This design comes from an exercise in tuning for small area, a short achievable clock period and few clock cycles per item on the open sky130 flow, not from production work.
Only simulation tests tie the RTL to the original design; equivalence was not proved.

==> flow/design.v (excerpt) <==
module elastic_alu (
	input logic clk,
	input logic rst,
	input logic [31:0] lhs,
	input logic [3:0] lhs_op,
	input logic lhs_valid,
	output logic lhs_ready,
	input logic [31:0] rhs,
	input logic rhs_valid,
	output logic rhs_ready,
	output logic [31:0] result,
	output logic result_valid,
	input logic result_ready
);
Size in the first run: roughly 2700 cells after synthesis, ~320 flip-flops, about 110 I/O pins.
clock: 10.0 ns
lec_check: 0
cap_margin: 0
core_margin: 2
core_utilization: 40
slew_margin: 10
synth_hierarchical: 1
standard.sh (not shown) runs the stock make flow with config.mk's settings and CLKGATE_MAP_FILE= SYNTH_SCRIPT=/design/flow/synth_recipe.tcl, a recipe that flattens the netlist after the stock synthesis.
==> flow/flow/run.sh <==
#!/bin/bash
# The standard layout (standard.sh) with two changes to the ORFS run:
#  - timing repair aims at a larger setup slack (SETUP_SLACK_MARGIN), so the
#    layout is sped up beyond the 10 ns clock it must meet;
#  - the port buffers are buf_2 cells rather than the delay-cell buffer that
#    buffer_ports picks by default (every port still gets its own buffer).
# The make output goes to make_flow.log; ORFS keeps each tool's log under orfs/logs.
set -euo pipefail
MARGIN=${MARGIN:-6.5}
PORTBUF=${PORTBUF:-sky130_fd_sc_hd__buf_2}
sed "s/\"\\\${@:-finish}\"/SETUP_SLACK_MARGIN=$MARGIN 'BUFFER_PORTS_ARGS=-buffer_cell $PORTBUF' \"\${@:-finish}\"/" standard.sh > flow/standard_own.sh
grep -q "SETUP_SLACK_MARGIN=$MARGIN" flow/standard_own.sh
bash flow/standard_own.sh > make_flow.log 2>&1
==> flow/flow/standard_own.sh <==
#!/bin/bash
# The standard flow's own layout of this design, on the ORFS make targets given (by default finish). After
# finish it leaves the final layout's DEF at /design/flow/out/final.def.
set -euo pipefail
make -C /OpenROAD-flow-scripts/flow DESIGN_CONFIG=/design/flow/config.mk WORK_HOME=/design/flow/orfs CLKGATE_MAP_FILE= SYNTH_SCRIPT=/design/flow/synth_recipe.tcl CAP_MARGIN=0 CORE_MARGIN=2 CORE_UTILIZATION=40 SLEW_MARGIN=10 SYNTH_HIERARCHICAL=1 SETUP_SLACK_MARGIN=6.5 'BUFFER_PORTS_ARGS=-buffer_cell sky130_fd_sc_hd__buf_2' "${@:-finish}"
if [[ -f /design/flow/orfs/results/sky130hd/elastic_alu/base/6_final.odb ]]; then
  : # left out here: write the final layout as DEF
fi
Testbench counts at the start, summed over its fixed seeds: cycles 16,032, items 16,000.
Then changed:
--- a/flow/flow/run.sh
+++ b/flow/flow/run.sh
@@ -7,5 +7,5 @@
 # The make output goes to make_flow.log; ORFS keeps each tool's log under orfs/logs.
 set -euo pipefail
-MARGIN=${MARGIN:-6.5}
+MARGIN=${MARGIN:-6.6}
 PORTBUF=${PORTBUF:-sky130_fd_sc_hd__buf_2}
 sed "s/\"\\\${@:-finish}\"/SETUP_SLACK_MARGIN=$MARGIN 'BUFFER_PORTS_ARGS=-buffer_cell $PORTBUF' \"\${@:-finish}\"/" standard.sh > flow/standard_own.sh
==> flow/flow/standard_own.sh (replaced) <==
#!/bin/bash
# The standard flow's own layout of this design, on the ORFS make targets given (by default finish). After
# finish it leaves the final layout's DEF at /design/flow/out/final.def.
set -euo pipefail
make -C /OpenROAD-flow-scripts/flow DESIGN_CONFIG=/design/flow/config.mk WORK_HOME=/design/flow/orfs CLKGATE_MAP_FILE= SYNTH_SCRIPT=/design/flow/synth_recipe.tcl CAP_MARGIN=20 CORE_MARGIN=2 CORE_UTILIZATION=40 SLEW_MARGIN=20 SYNTH_HIERARCHICAL=1 SETUP_SLACK_MARGIN=6.6 'BUFFER_PORTS_ARGS=-buffer_cell sky130_fd_sc_hd__buf_2' "${@:-finish}"
if [[ -f /design/flow/orfs/results/sky130hd/elastic_alu/base/6_final.odb ]]; then
  : # left out here: write the final layout as DEF
fi
CAP_MARGIN = 20   (was 0)
SLEW_MARGIN = 20   (was 10)
Wire length came out higher by 1.9%.
Synthesized area stays the same.
Clock skew stays flat.
Design area came out higher by 3.3%.
Die area does not change.
Sequential share of layout area came out lower by 0.98 points.
Non-clock buffer count came out higher by 65.
Via count came out higher by 1.8%.
Sequential cell count does not change.
Then changed:
--- a/flow/flow/run.sh
+++ b/flow/flow/run.sh
@@ -7,5 +7,5 @@
 # The make output goes to make_flow.log; ORFS keeps each tool's log under orfs/logs.
 set -euo pipefail
-MARGIN=${MARGIN:-6.6}
+MARGIN=${MARGIN:-6.5}
 PORTBUF=${PORTBUF:-sky130_fd_sc_hd__buf_2}
 sed "s/\"\\\${@:-finish}\"/SETUP_SLACK_MARGIN=$MARGIN 'BUFFER_PORTS_ARGS=-buffer_cell $PORTBUF' \"\${@:-finish}\"/" standard.sh > flow/standard_own.sh
removed: flow/flow/standard_own.sh
First-iteration DRC count falls by about 4.3%.
Die area stays the same.
Utilization falls by 1.7 points.
Via count falls by about 2%.
Global-route usage falls by 0.63 points.
Routed wire length falls by about 2.5%.
Then changed:
==> flow/flow/standard_own.sh (new file) <==
#!/bin/bash
# The standard flow's own layout of this design, on the ORFS make targets given (by default finish). After
# finish it leaves the final layout's DEF at /design/flow/out/final.def.
set -euo pipefail
make -C /OpenROAD-flow-scripts/flow DESIGN_CONFIG=/design/flow/config.mk WORK_HOME=/design/flow/orfs CLKGATE_MAP_FILE= SYNTH_SCRIPT=/design/flow/synth_recipe.tcl ABC_AREA=1 CAP_MARGIN=20 CORE_MARGIN=2 CORE_UTILIZATION=40 SLEW_MARGIN=20 SYNTH_HIERARCHICAL=1 SETUP_SLACK_MARGIN=6.5 'BUFFER_PORTS_ARGS=-buffer_cell sky130_fd_sc_hd__buf_2' "${@:-finish}"
if [[ -f /design/flow/orfs/results/sky130hd/elastic_alu/base/6_final.odb ]]; then
  : # left out here: write the final layout as DEF
fi
ABC_AREA = 1   (was unset)
Effect: Clock-buffer cell count rose by 5; final area rose by about 10%; die area rises by about 11%; critical path depth does not change; synthesized area grows by 11%; synthesized cell count came out higher by 52%; final cell count rises by 42%; via count rose by 29%; maximum frequency rose by about 0.75%.
Then changed:
==> flow/flow/standard_own.sh (replaced) <==
#!/bin/bash
# The standard flow's own layout of this design, on the ORFS make targets given (by default finish). After
# finish it leaves the final layout's DEF at /design/flow/out/final.def.
set -euo pipefail
make -C /OpenROAD-flow-scripts/flow DESIGN_CONFIG=/design/flow/config.mk WORK_HOME=/design/flow/orfs CLKGATE_MAP_FILE= SYNTH_SCRIPT=/design/flow/synth_recipe.tcl CAP_MARGIN=5 CORE_MARGIN=2 CORE_UTILIZATION=40 SLEW_MARGIN=5 SYNTH_HIERARCHICAL=1 SETUP_SLACK_MARGIN=6.5 'BUFFER_PORTS_ARGS=-buffer_cell sky130_fd_sc_hd__buf_2' "${@:-finish}"
if [[ -f /design/flow/orfs/results/sky130hd/elastic_alu/base/6_final.odb ]]; then
  : # left out here: write the final layout as DEF
fi
ABC_AREA = unset   (was 1)
CAP_MARGIN = 5   (was 20)
SLEW_MARGIN = 5   (was 20)
The changed run finished with timing, DRC and antenna clean.
Maximum frequency fell by 0.47%.
Via count decreases by 22%.
Clock-buffer cell count went up by 1.

========
== TR ==
Another version of the RTL of elastic_alu (not shown whole).
Size in the first run: about 110 I/O pins, about 26000 µm² of cells after synthesis.
export LEC_CHECK = 0
export CAP_MARGIN = 20
export CORE_MARGIN = 2
export CORE_UTILIZATION = 40
export SETUP_SLACK_MARGIN = 5
export SLEW_MARGIN = 20
create_clock -name core_clock -period 10.0 [get_ports {clk}]
run.sh (not shown) runs the stock make flow with config.mk's settings and CLKGATE_MAP_FILE= SYNTH_SCRIPT=/design/flow/synth_recipe.tcl, a recipe that flattens the netlist after the stock synthesis.
Stock flow here: none of the scripts above is used.
TR: full flow OK, the timing, DRC and antenna checks passed
Testbench counts of TR, summed over its fixed seeds: cycles 16,024, items 16,000.
Here is what was changed in the inputs of PW compared with TR.
==> flow/flow/run.sh (new file) <==
#!/bin/bash
set -euo pipefail
MARGIN=${MARGIN:-6.5}
sed "s/\"\\\${@:-finish}\"/SETUP_SLACK_MARGIN=$MARGIN \"\${@:-finish}\"/" standard.sh > flow/standard_margin.sh
grep -q "SETUP_SLACK_MARGIN=$MARGIN" flow/standard_margin.sh
bash flow/standard_margin.sh > make_flow.log 2>&1
==> flow/flow/standard_margin.sh (new file) <==
#!/bin/bash
# The standard flow's own layout of this design, on the ORFS make targets given (by default finish). After
# finish it leaves the final layout's DEF at /design/flow/out/final.def.
set -euo pipefail
make -C /OpenROAD-flow-scripts/flow DESIGN_CONFIG=/design/flow/config.mk WORK_HOME=/design/flow/orfs CLKGATE_MAP_FILE= SYNTH_SCRIPT=/design/flow/synth_recipe.tcl CAP_MARGIN=20 CORE_MARGIN=2 CORE_UTILIZATION=40 SLEW_MARGIN=20 SETUP_SLACK_MARGIN=6.5 "${@:-finish}"
if [[ -f /design/flow/orfs/results/sky130hd/elastic_alu/base/6_final.odb ]]; then
  : # left out here: write the final layout as DEF
fi
==> flow/standard.sh (new file) <==
#!/bin/bash
# synth_recipe.tcl (not shown) runs the flow's synth.tcl, then flattens the netlist and writes it again
# the make line also repeats each setting of config.mk as NAME=value (left out here)
make -C /OpenROAD-flow-scripts/flow DESIGN_CONFIG=/design/flow/config.mk WORK_HOME=/design/flow/orfs CLKGATE_MAP_FILE= SYNTH_SCRIPT=/design/flow/synth_recipe.tcl "${@:-finish}"
diff --git a/flow/config.mk b/flow/config.mk
--- a/flow/config.mk
+++ b/flow/config.mk
@@ -11 +10,0 @@
-export SETUP_SLACK_MARGIN = 5
removed: flow/run.sh
Comparing layout overhead on the synthesized area for TR and PW, the smaller number came from TR. Number of buffers outside the clock class in the layout, TR and PW: smaller value in TR. Delta (PW minus TR): met2 routed wirelength picked up an extra 6.5%. For TR and PW, there was not a single run that failed to finish clean.

========
Setup of rev 12:
Another version of the RTL of elastic_alu (not shown whole).
Size in the first run: roughly 2,500 cells after synthesis, roughly 350 flip-flops.
clock: 10.0 ns
lec_check: 0
cap_margin: 20
core_margin: 2
core_utilization: 40
slew_margin: 20
synth_hierarchical: 1
standard.sh (not shown) runs the stock make flow with config.mk's settings and CLKGATE_MAP_FILE= SYNTH_SCRIPT=/design/flow/synth_recipe.tcl, a recipe that flattens the netlist after the stock synthesis.
==> flow/flow/run.sh <==
#!/bin/bash
# The standard layout (standard.sh) with two changes to the ORFS run:
#  - timing repair aims at a larger setup slack (SETUP_SLACK_MARGIN), so the
#    layout is sped up beyond the 10 ns clock it must meet;
#  - the port buffers are buf_2 cells rather than the delay-cell buffer that
#    buffer_ports picks by default (every port still gets its own buffer).
# The make output goes to make_flow.log; ORFS keeps each tool's log under orfs/logs.
set -euo pipefail
MARGIN=${MARGIN:-7.0}
PORTBUF=${PORTBUF:-sky130_fd_sc_hd__buf_2}
sed "s/\"\\\${@:-finish}\"/SETUP_SLACK_MARGIN=$MARGIN 'BUFFER_PORTS_ARGS=-buffer_cell $PORTBUF' \"\${@:-finish}\"/" standard.sh > flow/standard_own.sh
grep -q "SETUP_SLACK_MARGIN=$MARGIN" flow/standard_own.sh
bash flow/standard_own.sh > make_flow.log 2>&1
==> flow/flow/standard_own.sh <==
#!/bin/bash
# The standard flow's own layout of this design, on the ORFS make targets given (by default finish). After
# finish it leaves the final layout's DEF at /design/flow/out/final.def.
set -euo pipefail
make -C /OpenROAD-flow-scripts/flow DESIGN_CONFIG=/design/flow/config.mk WORK_HOME=/design/flow/orfs CLKGATE_MAP_FILE= SYNTH_SCRIPT=/design/flow/synth_recipe.tcl CAP_MARGIN=20 CORE_MARGIN=2 CORE_UTILIZATION=40 SLEW_MARGIN=20 SYNTH_HIERARCHICAL=1 SETUP_SLACK_MARGIN=7.0 'BUFFER_PORTS_ARGS=-buffer_cell sky130_fd_sc_hd__buf_2' "${@:-finish}"
if [[ -f /design/flow/orfs/results/sky130hd/elastic_alu/base/6_final.odb ]]; then
  : # left out here: write the final layout as DEF
fi
Testbench counts of rev 12, summed over its fixed seeds: cycles 16,032, items 16,000.
Changes in rev 13 relative to rev 12:
- an added CTS_BUF_LIST of sky130_fd_sc_hd__clkbuf_8 sky130_fd_sc_hd__clkbuf_4
-- flow/flow/run.sh --
<<< rev 12, line 9
MARGIN=${MARGIN:-7.0}
>>> rev 13, line 9
MARGIN=${MARGIN:-6.5}
==> flow/flow/standard_own.sh <==
#!/bin/bash
# The standard flow's own layout of this design, on the ORFS make targets given (by default finish). After
# finish it leaves the final layout's DEF at /design/flow/out/final.def.
set -euo pipefail
make -C /OpenROAD-flow-scripts/flow DESIGN_CONFIG=/design/flow/config.mk WORK_HOME=/design/flow/orfs CLKGATE_MAP_FILE= SYNTH_SCRIPT=/design/flow/synth_recipe.tcl CAP_MARGIN=20 CORE_MARGIN=2 CORE_UTILIZATION=40 'CTS_BUF_LIST=sky130_fd_sc_hd__clkbuf_8 sky130_fd_sc_hd__clkbuf_4' SLEW_MARGIN=20 SYNTH_HIERARCHICAL=1 SETUP_SLACK_MARGIN=6.5 'BUFFER_PORTS_ARGS=-buffer_cell sky130_fd_sc_hd__buf_2' "${@:-finish}"
if [[ -f /design/flow/orfs/results/sky130hd/elastic_alu/base/6_final.odb ]]; then
  : # left out here: write the final layout as DEF
fi
==> comparison <==
- The final layout from rev 13, which completed every stage, passed the timing, DRC and antenna checks at the end of the flow.
- [compare] base=rev 12 new=rev 13: clock buffer instance count of the final layout moved up; critical path data required time shows a reduction of 0.02 ns.
- Between rev 12 and rev 13, the cell count went down.
- Sort rev 13 and rev 12 by non-clock buffer count, ascending, and rev 13 comes first.
- Comparing rev 13 and rev 12, part of the cycle the worst path needs is higher on rev 13.
- Rev 13 against rev 12: maximum frequency down 2.3 MHz, setup slack down 0.028 ns.
- Comparing rev 12 against rev 13, there is no change at all in number of failing hold endpoints at the final stage.
- Against rev 12, area of the multi-input gates in rev 13 fell by a little under 10%.
- Relative to rev 12, overall routed net length has gone down in rev 13.

========
elastic_alu, a different RTL version from the one above (not shown whole).
For scale: roughly 2300 cells after synthesis, about 330 flip-flops, about 0.027 mm2 of cells after synthesis.
clock: 10.0 ns
lec_check: 0
cap_margin: 20
core_margin: 2
core_utilization: 40
slew_margin: 20
synth_hierarchical: 1
==> flow/flow/run.sh <==
#!/bin/bash
set -euo pipefail
MARGIN=${MARGIN:-6.5}
sed "s/\"\\\${@:-finish}\"/SETUP_SLACK_MARGIN=$MARGIN \"\${@:-finish}\"/" standard.sh > flow/standard_margin.sh
grep -q "SETUP_SLACK_MARGIN=$MARGIN" flow/standard_margin.sh
bash flow/standard_margin.sh > make_flow.log 2>&1
==> flow/flow/standard_margin.sh <==
#!/bin/bash
# The standard flow's own layout of this design, on the ORFS make targets given (by default finish). After
# finish it leaves the final layout's DEF at /design/flow/out/final.def.
set -euo pipefail
make -C /OpenROAD-flow-scripts/flow DESIGN_CONFIG=/design/flow/config.mk WORK_HOME=/design/flow/orfs CLKGATE_MAP_FILE= SYNTH_SCRIPT=/design/flow/synth_recipe.tcl CAP_MARGIN=20 CORE_MARGIN=2 CORE_UTILIZATION=40 SLEW_MARGIN=20 SYNTH_HIERARCHICAL=1 SETUP_SLACK_MARGIN=6.5 "${@:-finish}"
if [[ -f /design/flow/orfs/results/sky130hd/elastic_alu/base/6_final.odb ]]; then
  : # left out here: write the final layout as DEF
fi
Testbench counts at the start, summed over its fixed seeds: cycles 16,024, items 16,000.
Next try:
==> flow/flow/standard_margin.sh (replaced) <==
#!/bin/bash
# The standard flow's own layout of this design, on the ORFS make targets given (by default finish). After
# finish it leaves the final layout's DEF at /design/flow/out/final.def.
set -euo pipefail
make -C /OpenROAD-flow-scripts/flow DESIGN_CONFIG=/design/flow/config.mk WORK_HOME=/design/flow/orfs CLKGATE_MAP_FILE= SYNTH_SCRIPT=/design/flow/synth_recipe.tcl CAP_MARGIN=20 CORE_MARGIN=2 CORE_UTILIZATION=65 SLEW_MARGIN=20 SYNTH_HIERARCHICAL=1 SETUP_SLACK_MARGIN=6.5 "${@:-finish}"
if [[ -f /design/flow/orfs/results/sky130hd/elastic_alu/base/6_final.odb ]]; then
  : # left out here: write the final layout as DEF
fi
Settings changed: CORE_UTILIZATION 40 to 65.
After rerunning: Setup slack loses 0.0061 ns. Utilization climbs by 31 points. Final cell count decreases by 9.9%. Wire length went down by 2.6%. Count of clock-buffer cells in the layout came out lower by 1. Die area shrinks by 38%. Fmax barely changes. Clock skew went down by 0.014 ns. Final area barely changes.
Next try:
--- a/flow/flow/run.sh
+++ b/flow/flow/run.sh
@@ -3 +3 @@
-MARGIN=${MARGIN:-6.5}
+MARGIN=${MARGIN:-7.5}
==> flow/flow/standard_margin.sh (replaced) <==
#!/bin/bash
# The standard flow's own layout of this design, on the ORFS make targets given (by default finish). After
# finish it leaves the final layout's DEF at /design/flow/out/final.def.
set -euo pipefail
make -C /OpenROAD-flow-scripts/flow DESIGN_CONFIG=/design/flow/config.mk WORK_HOME=/design/flow/orfs CLKGATE_MAP_FILE= SYNTH_SCRIPT=/design/flow/synth_recipe.tcl CAP_MARGIN=20 CORE_MARGIN=2 CORE_UTILIZATION=40 SLEW_MARGIN=20 SYNTH_HIERARCHICAL=1 SETUP_SLACK_MARGIN=7.5 "${@:-finish}"
if [[ -f /design/flow/orfs/results/sky130hd/elastic_alu/base/6_final.odb ]]; then
  : # left out here: write the final layout as DEF
fi
Settings changed: CORE_UTILIZATION 65 to 40.
Outcome: The changed run produced a clean layout; cell count rises by about 13%; critical path depth falls by 2; die area rises by 61%; non-clock buffer count rises by 34; clock-buffer cell count rises by 2; wire length rises by 4.8%; hold slack improved by 0.012 ns; final area rises by about 4.6%.
Next try:
--- a/flow/flow/run.sh
+++ b/flow/flow/run.sh
@@ -3 +3 @@
-MARGIN=${MARGIN:-7.5}
+MARGIN=${MARGIN:-6.5}
removed: flow/flow/standard_margin.sh
The new run finished with timing, DRC and antenna clean.
Critical path depth does not change.
Die area is unchanged.

-- afterwards: timing with drivers on the ports --
No port has a modelled driver above. Below, the same layouts with a new extraction and two added sets of constraints.
Step 1 (the two cells are an assumption about what drives the block):
set clk [get_ports {clk}]
set_driving_cell -lib_cell sky130_fd_sc_hd__clkbuf_16 $clk
set_driving_cell -lib_cell sky130_fd_sc_hd__buf_2 [delete_from_list [all_inputs] $clk]
Step 2 times the ports against the registers' clock, not the clock port: input delays grow and output delays shrink by t, the midpoint of the rising clock arrivals with the driver on.
a / b / c = ideal ports / drivers / drivers and shift; a / b = the first two.
run | t, ns | setup WS [ns] | hold WS [ns] | worst setup path after step 2
the first run of note 1 | 0.633 | 6.564 / 6.564 / 6.564 | 0.418 / 0.418 / 0.418 | register to register
the second run of note 1 | 0.646 | 6.638 / 6.638 / 6.638 | 0.419 / 0.419 / 0.419 | register to register
the third run of note 1 | 0.630 | 6.554 / 6.554 / 6.554 | 0.419 / 0.419 / 0.419 | register to register
the fourth run of note 1 | 0.627 | 6.580 / 6.580 / 6.580 | 0.421 / 0.421 / 0.421 | register to register
the fifth run of note 1 | 0.633 | 6.564 / 6.564 / 6.564 | 0.418 / 0.418 / 0.418 | register to register
TR | 0.618 | 5.134 / 5.134 / 5.134 | 0.514 / 0.514 / 0.514 | register to register
PW | 0.629 | 5.860 / 5.860 / 5.860 | 0.492 / 0.492 / 0.492 | register to register
rev 12 | 0.634 | 6.573 / 6.573 / 6.573 | 0.420 / 0.420 / 0.420 | register to register
rev 13 | 0.715 | 6.545 / 6.545 / 6.545 | 0.427 / 0.427 / 0.427 | register to register
the first run of note 4 | 0.629 | 6.051 / 6.051 / 6.051 | 0.429 / 0.429 / 0.429 | register to register
the second run of note 4 | 0.617 | 6.045 / 6.045 / 6.003 | 0.422 / 0.422 / 0.422 | input to register
the third run of note 4 | 0.632 | 6.034 / 6.034 / 6.034 | 0.434 / 0.434 / 0.434 | register to register
the fourth run of note 4 | 0.629 | 6.051 / 6.051 / 6.051 | 0.429 / 0.429 / 0.429 | register to register
After both steps every run listed still meets setup and hold. The setup slack of the second run of note 4, which loses most, moves by 0.000 ns with the drivers and by -0.042 ns with both steps.
